Source: an optimization exercise on an open RTL-to-GDS flow (aim: small area, a short achievable clock period and few clock cycles). Production flows keep margins and buffers that such runs may drop. At most, simulation tests tie the RTL to the original design; equivalence was not proved.

## alpha
==> flow/design.v <==
`timescale 1ns/1ps
module slab_alloc_top (
    input  logic                    clk,
    input  logic                    rst,
    input  logic [15:0]             req_size,
    input  logic                    req_valid,
    output logic                    req_ready,
    output logic [32-1:0] malloc_pointer,
    output logic                    malloc_failed,
    output logic                    malloc_valid,
    input  logic                    malloc_ready,
    input  logic [32-1:0] free_pointer,
    input  logic [15:0]             free_size,
    input  logic                    free_valid,
    output logic                    free_ready,
    output logic                    error_overflow
);
    function automatic logic [4:1] size_class(input logic [15:0] s);
        logic nz;
        logic [4:1] le;      
        nz = s != 16'd0;
        le[1] = s[15:7] == 9'd0 && !(s[6] && s[5:0] != 6'd0);
        le[2] = s[15:8] == 8'd0 && !(s[7] && s[6:0] != 7'd0);
        le[3] = s[15:9] == 7'd0 && !(s[8] && s[7:0] != 8'd0);
        le[4] = s[15:10] == 6'd0 && !(s[9] && s[8:0] != 9'd0);
        size_class[1] = nz && le[1];
        size_class[2] = le[2] && !le[1];
        size_class[3] = le[3] && !le[2];
        size_class[4] = le[4] && !le[3];
    endfunction
    logic [4:1] acls;
    logic [4:1] fcls;
    logic       acc_alloc;
    logic       acc_free;
    assign acls = size_class(req_size);
    assign fcls = size_class(free_size);
    assign acc_alloc = req_valid;
    assign acc_free = free_valid;
    assign req_ready = 1'b1;
    assign free_ready = 1'b1;
    logic [3:0] pg;
    logic       pg_avail;
    assign pg_avail = pg != 4'd10;
    logic [4:1] wr;
    logic [4:1] pop;
    logic [4:1] bg_set;
    logic       pg_take;
    logic [7:0] wr_data;
    logic [8:0] effm [1:4];      
    logic [7:0] remd [1:4];      
    logic [4:1] ok;              
    logic [4:1] full;            
    logic [4:1] ne;              
    logic [4:1] a_push;          
    logic [4:1] a_page;          
    logic [8:0] ptr_q;
    logic [8:0] ptr_next;
    logic [7:0] rem_next;
    always_comb begin
        ptr_next = '0;
        rem_next = '0;
        for (int k = 1; k <= 4; k++) begin
            ptr_next = ptr_next | (acls[k] ? effm[k] : 9'd0);
            rem_next = rem_next | (acls[k] ? remd[k] : 8'd0);
        end
    end
    always_ff @(posedge clk) begin
        if (rst) begin
            malloc_valid <= 1'b0;
            malloc_failed <= 1'b0;
            wr <= '0;
            pop <= '0;
            bg_set <= '0;
            pg_take <= 1'b0;
            error_overflow <= 1'b0;
        end else begin
            if (acc_alloc) begin
                malloc_valid <= 1'b1;
                malloc_failed <= (acls & ok) == '0;
            end else if (malloc_ready) begin
                malloc_valid <= 1'b0;
            end
            if (acc_alloc) begin
                wr <= acls & a_push;
                pop <= acls & ne;
                bg_set <= acls & a_push;
                pg_take <= (acls & a_page) != '0;
            end else begin
                wr <= acc_free ? (fcls & ~full) : 4'd0;
                pop <= '0;
                bg_set <= '0;
                pg_take <= 1'b0;
            end
            error_overflow <= acc_free && (fcls & full) != '0;
        end
    end
    always_ff @(posedge clk) begin
        if (acc_alloc)
            ptr_q <= ptr_next;
        wr_data <= acc_free ? free_pointer[13:6] : rem_next;
    end
    assign malloc_pointer = {17'd0, ptr_q, 6'd0};
    always_ff @(posedge clk) begin
        if (rst)
            pg <= 4'd2;
        else if (pg_take)
            pg <= pg + 1'b1;
    end
    function automatic logic [3:0] inc15(input logic [3:0] x);
        inc15 = x == 4'd14 ? 4'd0 : x + 1'b1;
    endfunction
    for (genvar k = 1; k <= 4; k++) begin : g_cls
        localparam int W = 9 - k;
        localparam int OW = 6 - k;
        logic [W-1:0] mem [15];
        logic [W-1:0] head_q;
        logic [3:0]   rd;
        logic [3:0]   wt;
        logic [4:0]   cnt;       
        logic         empty;     
        logic         one;       
        logic         bg_h;
        logic         bg_m;
        logic [3:0]   bg_s;
        logic         hasrem;
        logic [7:0]   a8;
        logic [7:0]   r8;
        logic [W-1:0] wr_k;
        logic         to_ring;
        logic         head_ld;
        logic         head_wr;
        logic [7:0]   h_a8;
        logic [7:0]   h_r8;
        logic [7:0]   w_a8;
        logic [7:0]   p_a8;
        logic [7:0]   p_r8;
        assign wr_k = wr_data[7:k-1];
        assign h_a8 = 8'({head_q, {(k-1){1'b0}}});
        assign h_r8 = 8'({head_q[W-1:OW], head_q[OW-1:0] + 1'b1, {(k-1){1'b0}}});
        assign w_a8 = 8'({wr_k, {(k-1){1'b0}}});
        assign p_a8 = {pg[2:0], 5'd0};
        assign p_r8 = 8'({pg[2:0], {(OW-1){1'b0}}, 1'b1, {(k-1){1'b0}}});
        assign ne[k] = !empty || wr[k];
        assign full[k] = wr[k] ? cnt == 5'd15 : cnt[4];
        assign a8 = !empty ? h_a8 : wr[k] ? w_a8 : p_a8;
        assign r8 = !empty ? h_r8 : p_r8;
        assign ok[k] = ne[k] || pg_avail;
        assign effm[k] = ok[k] ? {a8[7:6] == 2'b00, a8} : 9'd0;
        assign remd[k] = r8;
        assign hasrem = head_q[OW-1:0] != {OW{1'b1}};
        assign a_push[k] = ne[k] ? (bg_h && hasrem) : pg_avail;
        assign a_page[k] = !ne[k] && pg_avail;
        assign head_wr = empty || one;
        assign to_ring = wr[k] && !empty && !(one && pop[k]);
        assign head_ld = pop[k] || (wr[k] && empty);
        always_ff @(posedge clk) begin
            if (to_ring)
                mem[wt] <= wr_k;
        end
        always_ff @(posedge clk) begin
            if (head_ld)
                head_q <= head_wr ? wr_k : mem[rd];
        end
        always_ff @(posedge clk) begin
            if (rst) begin
                rd <= '0;
                wt <= '0;
                cnt <= '0;
                empty <= 1'b1;
                one <= 1'b0;
                bg_h <= 1'b0;
                bg_m <= 1'b0;
            end else begin
                if (to_ring)
                    wt <= inc15(wt);
                if (pop[k] && !head_wr)
                    rd <= inc15(rd);
                if (wr[k] && !pop[k]) begin
                    cnt <= cnt + 1'b1;
                    empty <= 1'b0;
                    one <= empty;
                end else if (pop[k] && !wr[k]) begin
                    cnt <= cnt - 1'b1;
                    empty <= one;
                    one <= cnt == 5'd2;
                end
                if (head_ld)
                    bg_h <= head_wr ? bg_set[k] : (bg_m && bg_s == rd);
                if (to_ring && bg_set[k]) begin
                    bg_m <= 1'b1;
                    bg_s <= wt;
                end else if (head_ld && !head_wr && bg_s == rd) begin
                    bg_m <= 1'b0;
                end
            end
        end
    end
endmodule
Settings: LEC_CHECK=0, CAP_MARGIN=20, CORE_MARGIN=2, CORE_UTILIZATION=40, CTS_BUF_LIST=sky130_fd_sc_hd__clkbuf_8, CTS_CLUSTER_DIAMETER=50, CTS_CLUSTER_SIZE=20, SETUP_SLACK_MARGIN=3.5, SLEW_MARGIN=20; clock period 6.0 ns.
run.sh (not shown) runs the stock make flow with config.mk's settings and CLKGATE_MAP_FILE= SYNTH_SCRIPT=/design/flow/synth_recipe.tcl, a recipe that flattens the netlist after the stock synthesis.
In summary, alpha completed successfully, with a layout that passed the timing, design-rule and antenna checks.
Testbench counts of alpha, summed over its fixed seeds: cycles 7,452.
Modified inputs, beta compared to alpha
--- a/flow/design.v
+++ b/flow/design.v
@@ -48,5 +48,4 @@
     logic [7:0] wr_data;
     logic [8:0] effm [1:4];      
-    logic [7:0] remd [1:4];      
     logic [4:1] ok;              
     logic [4:1] full;            
@@ -56,12 +55,8 @@
     logic [8:0] ptr_q;
     logic [8:0] ptr_next;
-    logic [7:0] rem_next;
     always_comb begin
         ptr_next = '0;
-        rem_next = '0;
-        for (int k = 1; k <= 4; k++) begin
+        for (int k = 1; k <= 4; k++)
             ptr_next = ptr_next | (acls[k] ? effm[k] : 9'd0);
-            rem_next = rem_next | (acls[k] ? remd[k] : 8'd0);
-        end
     end
     always_ff @(posedge clk) begin
@@ -98,5 +93,5 @@
         if (acc_alloc)
             ptr_q <= ptr_next;
-        wr_data <= acc_free ? free_pointer[13:6] : rem_next;
+        wr_data <= free_pointer[13:6];
     end
     assign malloc_pointer = {17'd0, ptr_q, 6'd0};
@@ -125,5 +120,4 @@
         logic         hasrem;
         logic [7:0]   a8;
-        logic [7:0]   r8;
         logic [W-1:0] wr_k;
         logic         to_ring;
@@ -131,21 +125,20 @@
         logic         head_wr;
         logic [7:0]   h_a8;
-        logic [7:0]   h_r8;
         logic [7:0]   w_a8;
         logic [7:0]   p_a8;
-        logic [7:0]   p_r8;
+        logic [W-1:0] rest;      
+        logic [W-1:0] wd;
         assign wr_k = wr_data[7:k-1];
+        assign rest = empty ? W'({pg[2:0], {(OW-1){1'b0}}, 1'b1})
+                            : {head_q[W-1:OW], head_q[OW-1:0] + 1'b1};
+        assign wd = bg_set[k] ? rest : wr_k;
         assign h_a8 = 8'({head_q, {(k-1){1'b0}}});
-        assign h_r8 = 8'({head_q[W-1:OW], head_q[OW-1:0] + 1'b1, {(k-1){1'b0}}});
         assign w_a8 = 8'({wr_k, {(k-1){1'b0}}});
         assign p_a8 = {pg[2:0], 5'd0};
-        assign p_r8 = 8'({pg[2:0], {(OW-1){1'b0}}, 1'b1, {(k-1){1'b0}}});
         assign ne[k] = !empty || wr[k];
         assign full[k] = wr[k] ? cnt == 5'd15 : cnt[4];
         assign a8 = !empty ? h_a8 : wr[k] ? w_a8 : p_a8;
-        assign r8 = !empty ? h_r8 : p_r8;
         assign ok[k] = ne[k] || pg_avail;
         assign effm[k] = ok[k] ? {a8[7:6] == 2'b00, a8} : 9'd0;
-        assign remd[k] = r8;
         assign hasrem = head_q[OW-1:0] != {OW{1'b1}};
         assign a_push[k] = ne[k] ? (bg_h && hasrem) : pg_avail;
@@ -156,9 +149,9 @@
         always_ff @(posedge clk) begin
             if (to_ring)
-                mem[wt] <= wr_k;
+                mem[wt] <= wd;
         end
         always_ff @(posedge clk) begin
             if (head_ld)
-                head_q <= head_wr ? wr_k : mem[rd];
+                head_q <= head_wr ? wd : mem[rd];
         end
         always_ff @(posedge clk) begin
Notes after the runs:
- Die area, beta and alpha: larger value in beta
- beta has row count above what alpha had.
- Per the comparison of beta with alpha, core occupancy in the finished layout held steady, wire length of the first global-routing pass grew by about 0.7%, biggest fanout along the worst timing path shrank by 2.
- Die boundary height sits higher in beta than in alpha.
- Sort beta and alpha by average size of a mapped cell, ascending, and beta comes first.
- Of beta and alpha, the run reporting the lower transition time at the pin with the least slew margin was alpha.
- Looking at vias per cell, beta sits 0.018 lower than alpha does.
For beta, only the layout was checked, not whether the RTL still works.

## what the ideal ports hide
No port has a modelled driver above. Below, the same layouts with a new extraction and two added sets of constraints.
Step 1, drivers: a clkbuf_16 drives clk and a buf_2 each remaining input, both assumed.
Step 2 adds t to the input delays and takes it off the output delays; t is the mean of the earliest and latest rising clock arrival at the registers after step 1. Input paths then give back, and output paths get back, about the clock's delay inside the block.
Slacks: ideal / step 1 / step 2; pairs: ideal / step 1.
run	shift t [ns]	setup WS [ns]	worst setup path at the end	worst data-port slew with drivers (ns)
alpha	0.729	3.430 / 3.453 / 2.724	input to register	0.06
beta	0.704	3.287 / 3.313 / 2.609	input to register	0.05
After both steps setup and hold are still met in every run listed. For alpha, which loses most, drivers alone change the setup slack by +0.023 ns; drivers and shift together by -0.706 ns.
